Context: an optimization exercise on an open-source flow, tuned for small area. The choices shown serve that exercise and are no tape-out recipe. In this exercise RTL edits were held to simulation tests only and were not proved equivalent to the original. No activity file was given, so power comes from the tool's default toggle rates.

## config.mk

```make
export PLATFORM = sky130hd
export DESIGN_NAME = tdes_enc
export DESIGN_NICKNAME = tdes_enc
export VERILOG_FILES = /design/flow/design.v
export SDC_FILE = /design/flow/constraint.sdc
export NUM_CORES = 4
export LEC_CHECK = 0
export CAP_MARGIN = 20
export CORE_AREA = 5 5 155 155
export DIE_AREA = 0 0 160 160
export SLEW_MARGIN = 20
```

## constraint.sdc

```tcl
create_clock -name core_clock -period 5.0 [get_ports {clk}]
set_input_delay 1.0000 -clock core_clock [delete_from_list [all_inputs] [get_ports {clk}]]
set_output_delay 1.0000 -clock core_clock [all_outputs]
set_load 0.01 [all_outputs]
```

## design.v

```verilog
`default_nettype none
module tdes_enc (
	input  wire          clk,
	input  wire          rst,
	input  wire  [127:0] pt,
	input  wire  [191:0] keys,
	output logic [127:0] ct,
	output logic [191:0] ek
);
	logic        ld;           
	logic [3:0]  rc;           
	logic        p1, p2, nd;   
	logic [63:0] x_q, y_q, k_q;   
	logic [63:0] e1_q, e2_q;
	wire run   = ~ld & nd;
	wire lastr = (rc == 4'd15);
	function automatic logic [63:0] key_step(input logic [63:0] k);
		logic [15:0] t1, t2, t3, t4;
		t1 = k[63:48] ^ {2'b00, k[13:0]};
		t2 = t1 ^ k[47:32];
		t3 = t2 ^ k[31:16];
		t4 = t3 ^ k[15:0];
		key_step = {t1, t2, t3, t4};
	endfunction
	always_ff @(posedge clk) begin
		ld <= rst;
		rc <= ld ? 4'd0 : rc + 4'd1;
		if (rst) begin
			p1 <= 1'b0;
			p2 <= 1'b0;
			nd <= 1'b1;
		end else if (~ld && lastr) begin
			p1 <= 1'b1;
			p2 <= p1;
			nd <= ~p2;
		end
	end
	wire x_take = ~ld & run & ~(rc == 4'd0 && p1);
	wire x_hold = ~ld & ~(run & ~(rc == 4'd0 && p1));
	always_ff @(posedge clk) begin
		x_q <= ~(({64{ld}} & pt[127:64]) | ({64{x_take}} & ~y_q) | ({64{x_hold}} & ~x_q));
	end
	always_ff @(posedge clk) begin
		if (ld)
			y_q <= ~pt[63:0];
		else
			y_q <= y_q ^ ({64{run}} & (x_q ^ k_q));
	end
	wire k_s1   = ld;
	wire k_s2   = ~ld & lastr & ~p1 & nd;
	wire k_s3   = ~ld & lastr & p1 & ~p2;
	wire k_step = ~ld & ~lastr & nd;
	wire k_hold = ~ld & ((lastr & p2) | ~nd);
	wire [63:0] k_nx = ({64{k_s1}} & keys[191:128]) |
	                   ({64{k_s2}} & keys[127:64]) |
	                   ({64{k_s3}} & keys[63:0]) |
	                   ({64{k_step}} & ~(key_step(k_q) ^ 64'h3fff_c000_3fff_c000)) |
	                   ({64{k_hold}} & ~k_q);
	always_ff @(posedge clk)
		k_q <= ~k_nx;
	wire e1_ld = ~rst & run & lastr & ~p1;
	wire e2_ld = ~rst & run & lastr & p1 & ~p2;
	wire e1_hd = ~rst & ~e1_ld;
	wire e2_hd = ~rst & ~e2_ld;
	always_ff @(posedge clk) begin
		e1_q <= ({64{e1_ld}} & ~k_q) | ({64{e1_hd}} & e1_q);
		e2_q <= ({64{e2_ld}} & ~k_q) | ({64{e2_hd}} & e2_q);
	end
	assign ct = ~({x_q, y_q} | {128{nd}});
	assign ek = {e1_q, e2_q, ~(k_q | {64{nd}})};
endmodule
`default_nettype wire
```

## flow/run.sh

```bash
#!/bin/bash
# The standard layout (standard.sh) with three changes:
#  - synthesis maps logic with an area-oriented abc script (flow/my_synth.tcl),
#  - ports are buffered with the smallest buffer,
#  - the clock tree uses small buffers and no dummy loads.
set -euo pipefail
W=$(pwd)
sed "s#SYNTH_SCRIPT=[^ ]*#SYNTH_SCRIPT=$W/flow/my_synth.tcl#" standard.sh > my_standard.sh
export BUFFER_PORTS_ARGS="-buffer_cell sky130_fd_sc_hd__buf_1"
export REMOVE_ABC_BUFFERS=1
export PLACE_PINS_ARGS="-min_distance 1 -min_distance_in_tracks"
export CTS_ARGS="-sink_clustering_enable -sink_clustering_size 8 -sink_clustering_max_diameter 50 -repair_clock_nets -dont_use_dummy_load -buf_list sky130_fd_sc_hd__clkbuf_4"
bash my_standard.sh finish > standard_flow.log 2>&1
```

## flow/area.abc

```
&get -n
&st
&dch -f
&nf -R 1000 -p -E 100
&st
&dch -f
&nf -R 1000 -p -E 100
&put
```

## flow/my_synth.tcl

```tcl
# The standard flow's synthesis (synth_recipe.tcl) with only the abc step's script swapped
# for the area-oriented one beside this file. Registers are mapped before abc,
# so they come out as in the standard synthesis.
set ::my_abc_script [file join [file dirname [file normalize [info script]]] area.abc]
proc abc {args} {
  set i [lsearch -exact $args -script]
  if { $i >= 0 } { lset args [expr {$i + 1}] $::my_abc_script }
  puts "abc with $::my_abc_script"
  yosys abc {*}$args
}
source [file join [file dirname [file dirname [file normalize [info script]]]] synth_recipe.tcl]
```

## standard.sh

```bash
#!/bin/bash
# synth_recipe.tcl (not shown) runs the flow's synth.tcl, then flattens the netlist and writes it again
# the make line also repeats each setting of config.mk as NAME=value (left out here)
make -C /OpenROAD-flow-scripts/flow DESIGN_CONFIG=/design/flow/config.mk WORK_HOME=/design/flow/orfs CLKGATE_MAP_FILE= SYNTH_SCRIPT=/design/flow/synth_recipe.tcl "${@:-finish}"
```

==> summary.md, run 1 <==
| Metric | Value |
|---|---|
| Vias | `approximately 15000` |
| CTS root buf | `clkbuf_4` |
| Crit end category | `primary output` |
| Final ANT Viol Nets | `0` |
| Via-to-Cell Ratio | `about 6` |
| Commonest cells after routing, fill and taps aside | `buf_1, dfxtp_1, nor2_1` |
| Delay-heaviest family, CP | `buffers and inverters` |
| RSZ-0062 raised after global routing | `no` |
| Hold Path Class | `register to register` |
| Post-CTS Setup Repair Bufs | `0` |
| Type of the worst setup path | `register to primary output` |
| Port-buffer cells | `641` |
| Yosys Warn Count | `1` |
| Wire per inst | `around 20 microns` |
| Post-cts resize count | `0` |
| Yosys reg bits | `about 330` |
| Slew @ Worst Pin | `around 1.1 ns` |
| Clock latency (worst-skew pair) | `just under 0.7 ns` |
| Leak | `5.825 nW` |
| Mean Syn Cell Area | `approximately 8.6 sq um` |
| Inst Count DP | `around 2400` |
| DP HPWL | `35640 microns` |
| DR iter-0 viols | `between 1500 and 2000` |
| Vias in the first global route | `around 14000` |
| Worst path slowest cell | `dfxtp_4` |
| CTS tree | `yes` |
| Top-Level Pins | `around 640` |
| Die boundary height | `160 microns` |
| Row cnt | `54` |
| Detailed Routing Iterations Pass 1 | `7` |
| Distinct cells, synth | `29` |
| Layout area overhead | `25.39%` |
| Most common cell after layout, fill and taps aside | `buf_1` |
| FMAX | `0.2791 GHz` |
| Slew headroom | `0.2750` |
| Initial Utilization | `0.5940` |
| Worst path bufs/invs | `2` |
| Seq/Total Area, Yosys | `0.5035` |
| Number of hold violations in the final report | `0` |
| Status | `finished clean` |
| CORE AREA | `about 0.022 sq mm` |
| Crit-path max cell delay | `around 0.75 ns` |
| Final Max Slew Viols | `0` |
| Final min period | `3.583 ns` |
| Hold_ws | `~0.46 ns` |
| Clock transition at path regs | `0.09 ns` |
| Total wire length | `51260 microns` |
| Setup tns final | `0 ns` |
| VDD IR max | `between 0.2 and 0.3 mV` |
| CTS Buf Count | `47` |
| RePlAce Congestion | `0.9758` |
| Htree depth | `2` |
| Die Wd | `between 150 and 200 microns` |
| Syn Std Cell Area | `roughly 0.013 sq mm` |
| WP data required | `~4 ns` |
| Antenna violations before repair | `6` |
| Max_cap viols | `0` |
| Residual DRC count | `0` |
| Dpl ws | `between 1.5 and 2 ns` |
| Power per cell area | `between 400 and 500 mW/mm^2` |
| CP arrival | `2.58 ns` |
| Largest net degree at the start of global routing | `about 100` |
| Final Setup Violations | `0` |
| Overall Power | `between 0.007 and 0.008 W` |
| Post-Route Skew | `0.05027 ns` |
| Crit-path cells | `buf_4 -> nor2_1 -> buf_1` |
| Crit path max fanout | `between 70 and 80` |
| CP startpoint kind | `register` |
| Final Instance Count excl. Fillers | `2502` |
| Nets | `approximately 2500` |
| Setup ws final | `~1.4 ns` |
| Die ar. | `roughly 0.026 sq mm` |
| Post-CTS Hold Fix Bufs | `0` |
| Clock Tree Buf Depth | `3` |
| First-pass GRT wire length | `between 70000 and 80000 microns` |
| Post-Syn Instances | `~1500` |
| Grt total ovfl | `0` |
| Part of the cycle the worst path needs | `0.7167` |
| Layout cells sized above 1 | `0.03339` |
| CTS sink count | `328` |
| GRT Resource Usage Total | `0.3756` |
power breakdown:
part / total [W] / internal (W) / leakage (nW) / switching (W)
sequential: 0.00383 / 0.00309 / 2.72 / 0.000734
combinational: 0.00190 / 0.000949 / 2.89 / 0.000947
clock: 0.00129 / 0.000432 / 0.216 / 0.000862
through the flow:
step	cell area, sq um	utilization
after global routing	16350	0.7446
after global placement	15990	0.7280
after detailed placement	15990	0.7280
after CTS	16340	0.7441
after floorplan	13040	-
final	16350	0.7448
per-layer routing:
| layer | GRT usage | wire length, microns | up-vias |
|---|---|---|---|
| li1 | - | - | 6935 |
| met1 | 0.4366 | 18560 | 6906 |
| met2 | 0.5879 | 23120 | 944 |
| met3 | 0.1405 | 6183 | 222 |
| met4 | 0.2339 | 3373 | 4 |
| met5 | 0 | 26 | - |
worst reg2reg max path: cells and delay by family (launching register included):
family | cells | cell delay, ns
flops | 1 | 0.93
buf+inv | 1 | 0.89
simple gates | 1 | 0.88
compound gates | 2 | 0.45
cells by family (layout without fill, tap and decap cells):
group | Yosys count | count (layout) | share of synthesized area
AOI/OAI and AO/OA | 621 | 621 | 0.2823
xor gates and xnor gates | 125 | 125 | 0.08394
adders and majority gates | 2 | 2 | 0.001918
buffers and inverters | 3 | 706 | 0.0008633
DFF | 328 | 328 | 0.5035
other | 0 | 6 | 0
and+or+nand+nor | 434 | 434 | 0.1275
final timing paths:
path	startpoint	end	slack, ns	cells past startpoint
max	nd	ct[104]	1.42	3
max reg2reg	ld	x_q[61]	1.76	4
min reg2reg	e2_q[56]	e2_q[56]	0.46	2
min	e2_q[56]	e2_q[56]	0.46	2
synthesized netlist by cell type:
| cell | instances | share of area |
|---|---|---|
| a211o_1 | 1 | 0.00067 |
| a211oi_1 | 4 | 0.0023 |
| a21oi_1 | 198 | 0.076 |
| a221o_1 | 7 | 0.0054 |
| a221oi_1 | 43 | 0.029 |
| a222oi_1 | 16 | 0.012 |
| a22oi_1 | 38 | 0.022 |
| a31oi_1 | 1 | 0.00048 |
| and2_0 | 3 | 0.0014 |
| and4_1 | 1 | 0.00067 |
| clkinv_1 | 3 | 0.00086 |
| dfxtp_1 | 328 | 0.50 |
| ha_1 | 2 | 0.0019 |
| nand2_1 | 145 | 0.042 |
| nand2b_1 | 2 | 0.00096 |
| nand3_1 | 2 | 0.00077 |
| nand3b_1 | 1 | 0.00058 |
| nor2_1 | 275 | 0.079 |
| nor2b_1 | 2 | 0.00096 |
| nor3_1 | 2 | 0.00077 |
| o211a_1 | 2 | 0.0015 |
| o21a_1 | 1 | 0.00058 |
| o21ai_0 | 238 | 0.091 |
| o221a_1 | 16 | 0.014 |
| o221ai_1 | 2 | 0.0013 |
| o22ai_1 | 54 | 0.026 |
| or2_0 | 1 | 0.00048 |
| xnor2_1 | 26 | 0.017 |
| xor2_1 | 99 | 0.066 |
final cells by class:
type / instances / area (sq um)
antenna: 6 / 15.01
clock buffer: 47 / 352.8
fill: 1847 / 5604
inverter: 3 / 11.26
multi-input combinational: 1182 / 6520
sequential: 328 / 6574
tap: 280 / 350.3
timing repair buffer: 656 / 2531
sequential cells by signal, summed over array words and instances, names as in the netlist:
name,count
ld,1
p2,1
rc,4
e1_q,64
e2_q,64
k_q,64
y_q,64
p1,1
x_q,64
nd,1
==> run 2, diff against run 1 <==
--- a/flow/run.sh
+++ b/flow/run.sh
@@ -10,4 +10,4 @@
 export REMOVE_ABC_BUFFERS=1
 export PLACE_PINS_ARGS="-min_distance 1 -min_distance_in_tracks"
-export CTS_ARGS="-sink_clustering_enable -sink_clustering_size 8 -sink_clustering_max_diameter 50 -repair_clock_nets -dont_use_dummy_load -buf_list sky130_fd_sc_hd__clkbuf_4"
+export CTS_ARGS="-sink_clustering_enable -sink_clustering_size 10 -sink_clustering_max_diameter 40 -repair_clock_nets -dont_use_dummy_load -buf_list sky130_fd_sc_hd__clkbuf_4"
 bash my_standard.sh finish > standard_flow.log 2>&1
--- a/config.mk
+++ b/config.mk
@@ -6,6 +6,6 @@
 export NUM_CORES = 4
 export LEC_CHECK = 0
-export CAP_MARGIN = 20
+export CAP_MARGIN = 10
 export CORE_AREA = 5 5 155 155
 export DIE_AREA = 0 0 160 160
-export SLEW_MARGIN = 20
+export SLEW_MARGIN = 10
==> run 2 against run 1 <==
Effect of this change:
- total power about the same
- critical path depth unchanged
- wire length up 0.29%
- cell area down 0.11%
- non-clock buffer count unchanged
- clock skew up 0.0012 ns
- hold slack worse by 0.0024 ns
- flip-flop and latch count unchanged
- count of clock-buffer cells in the layout down 2
- area after synthesis unchanged
- core utilization down 0.085 points
- clock power about the same
- critical endpoint is now ek[62]
- highest routed layer unchanged
==> summary.md, run 2 <==
| Metric | Value |
|---|---|
| Status | `finished clean` |
| Layout area overhead | `25.25%` |
| DR iter-0 viols | `1652` |
| Vias | `around 15000` |
| Port-buffer cells | `~640` |
| Detailed Routing Iterations Pass 1 | `9` |
| Max_cap viols | `0` |
| Die Wd | `160 microns` |
| Distinct cells, synth | `29` |
| Final min period | `around 3.6 ns` |
| Commonest cells after routing, fill and taps aside | `buf_1, dfxtp_1, nor2_1` |
| Initial Utilization | `0.5940` |
| Clock latency (worst-skew pair) | `0.68 ns` |
| Mean Syn Cell Area | `~8.6 sq um` |
| Syn Std Cell Area | `0.01304 sq mm` |
| Wire per inst | `just over 20 microns` |
| Synth async-reset ratio | `0` |
| GRT Resource Usage Total | `0.3775` |
| Post-Syn Instances | `1513` |
| Crit-path cells | `buf_4 -> nor2_1 -> buf_1` |
| CTS Buf Count | `45` |
| Clock Tree Buf Depth | `3` |
| Most common cell after layout, fill and taps aside | `buf_1` |
| # fillers | `1841` |
| Final Setup Violations | `0` |
| Synth Flop Type | `dfxtp_1` |
| Clock transition at path regs | `0.12 ns` |
| Vias in the first global route | `14491` |
| Commonest cells in the netlist | `dfxtp_1, nor2_1, o21ai_0` |
| DP HPWL | `35630 microns` |
| Setup tns final | `0 ns` |
| Reg2reg path depth | `4` |
| Slew headroom | `0.1419` |
| VDD IR max | `0.3039 mV` |
| CTS tree | `yes` |
| Number of hold violations in the final report | `0` |
| Hold endpoint | `e1_q[59]` |
| Synth area leader | `dfxtp_1` |
| Worst path slowest cell | `dfxtp_4` |
| Count leader, synth | `dfxtp_1` |
| CP startpoint kind | `register` |
| Part of the cycle the worst path needs | `0.7170` |
| WP data required | `4.00 ns` |
| Slew @ Worst Pin | `1.287 ns` |
| Area contributors post-synth | `dfxtp_1, o21ai_0, nor2_1, a21oi_1, xor2_1` |
| Crit end category | `primary output` |
| Seq/Total Area, Yosys | `0.5035` |
| Die boundary height | `about 160 microns` |
| Final Max Slew Viols | `0` |
| Crit-path max cell delay | `approximately 0.76 ns` |
| Hold Crit Depth | `2` |
| Post-CTS Hold Fix Bufs | `0` |
| Yosys Warn Count | `1` |
| Total wire length | `51400 microns` |
| Worst R2R Setup Slack | `between 1.5 and 2 ns` |
| Power per cell area | `approximately 430 mW/mm^2` |
| Residual DRC count | `0` |
| Type of the worst setup path | `register to primary output` |
| Htree depth | `2` |
| Leak | `around 5.8 nW` |
| CTS sink count | `about 330` |
| Post-CTS Setup Repair Bufs | `0` |
| CP arrival | `between 2 and 3 ns` |
| Antenna violations before repair | `7` |
| Post-synth EDFFs | `0` |
| Top-Level Pins | `between 600 and 700` |
| CTS root buf | `clkbuf_4` |
| Post-Route Skew | `approximately 0.052 ns` |
| Die ar. | `approximately 0.026 sq mm` |
| Post-cts resize count | `0` |
| RePlAce Congestion | `0.9758` |
| RR Startpoint | `ld` |
| Via-to-Cell Ratio | `6.076` |
| Min-delay src | `e1_q[59]` |
| Hold Path Class | `register to register` |
| Yosys reg bits | `between 300 and 400` |
| Crit path max fanout | `74` |
| Row cnt | `between 50 and 60` |
| Layout cells sized above 1 | `0.03252` |
| First-pass GRT wire length | `79010 microns` |
| FMAX | `0.2789 GHz` |
| Utilization after layout | `0.7439` |
| Yosys top cell area share | `0.5035` |
| CORE AREA | `about 0.022 sq mm` |
| Grt total ovfl | `0` |
| Final ANT Viol Nets | `0` |
| Nets | `approximately 2500` |
| RSZ-0062 raised after global routing | `no` |
| Largest net degree at the start of global routing | `99` |
| R2r endpoint | `x_q[37]` |
## run 2: cell types whose count changed in the layout (fill, tap and decap cells not counted)
cell      delta
clkbuf_4     -2
and2_2       +1
and2_4       -1
diode_2      -1
## run 2: power by group
| part | internal, W | switching [W] | leakage (nW) |
|---|---|---|---|
| Clock | 0.000414 | 0.000859 | 0.207 |
| Combinational | 0.000949 | 0.000960 | 2.89 |
| Sequential | 0.00309 | 0.000737 | 2.72 |
## run 2: per-layer routing
metal | up-vias | share of wire | GRT usage
met5 | - | 0.00025 | 0
met4 | 2 | 0.067 | 0.2358
met3 | 236 | 0.13 | 0.1389
met2 | 1046 | 0.45 | 0.5840
met1 | 6968 | 0.36 | 0.4456
li1 | 6931 | - | -
## run 2: final cells by class
class / instances / area (sq um) / area share
diodes: 5 / 12.51 / 0.0007659
clock buffers: 45 / 337.8 / 0.02068
inverters: 3 / 11.26 / 0.0006893
multi-input cells: 1182 / 6519 / 0.3990
flip-flops and latches: 328 / 6574 / 0.4024
well taps: 280 / 350.3 / 0.02145
repair buffers: 656 / 2531 / 0.1549
## run 2: worst max path at each step
stage | startpoint | endpoint | slack [ns] | cells past startpoint
2_1_floorplan | ld | x_q[10] | -5.72 | 5
3_3_place_gp | ld | x_q[55] | 1.89 | 4
3_5_place_dp | ld | x_q[37] | 1.79 | 4
4_1_cts | nd | ct[104] | 1.41 | 3
5_1_grt | nd | ct[104] | 1.25 | 3
6_report | nd | ek[62] | 1.42 | 3
## run 2: critical path: cells and delay by family (launching register included)
| kind | cells | cell delay, ns |
|---|---|---|
| buffers and inverters | 2 | 0.93 |
| flip-flops | 1 | 0.76 |
| AND/OR/NAND/NOR | 1 | 0.18 |
## run 2: cell families after synthesis
kind of cell | synth area share
compound gates | 0.2823
buf+inv | 0.0008633
simple gates | 0.1275
fa+ha+maj | 0.001918
flops | 0.5035
xor+xnor | 0.08394
## run 2: metrics by stage
| stage | setup slack, ns | hold slack [ns] | instances | power [W] | area [sq um] |
|---|---|---|---|---|---|
| after floorplan | -5.721 | 0.4256 | 1513 | 0.005194 | 13040 |
| after global placement | 1.890 | 0.4316 | 2449 | 0.005649 | 15990 |
| after detailed placement | 1.787 | 0.4400 | 2449 | 0.005730 | 15990 |
| after CTS | 1.407 | 0.4332 | 2494 | 0.006982 | 16320 |
| after global routing | 1.254 | 0.4573 | 2499 | 0.007445 | 16340 |
| final | 1.415 | 0.4534 | 2499 | 0.007011 | 16340 |

-- re-timing with driven ports --
Ports are ideal in the flow. The routed layouts listed here were re-timed in OpenROAD. Step 1, drivers: a clkbuf_16 drives clk and a buf_2 each remaining input, both assumed. Step 2 times the ports against the registers' clock, not the clock port: input delays grow and output delays shrink by t, the midpoint of the rising clock arrivals with the driver on. Three values: no drivers, after step 1, after step 2; two values: the first two.
run	t, ns	setup WS [ns]	slew at the worst register clock pin (ns)
run 1	0.714	1.417 / 1.372 / 1.756	0.10 / 0.10
run 2	0.697	1.415 / 1.371 / 1.687	0.12 / 0.12
After both steps setup and hold are still met in every run listed.
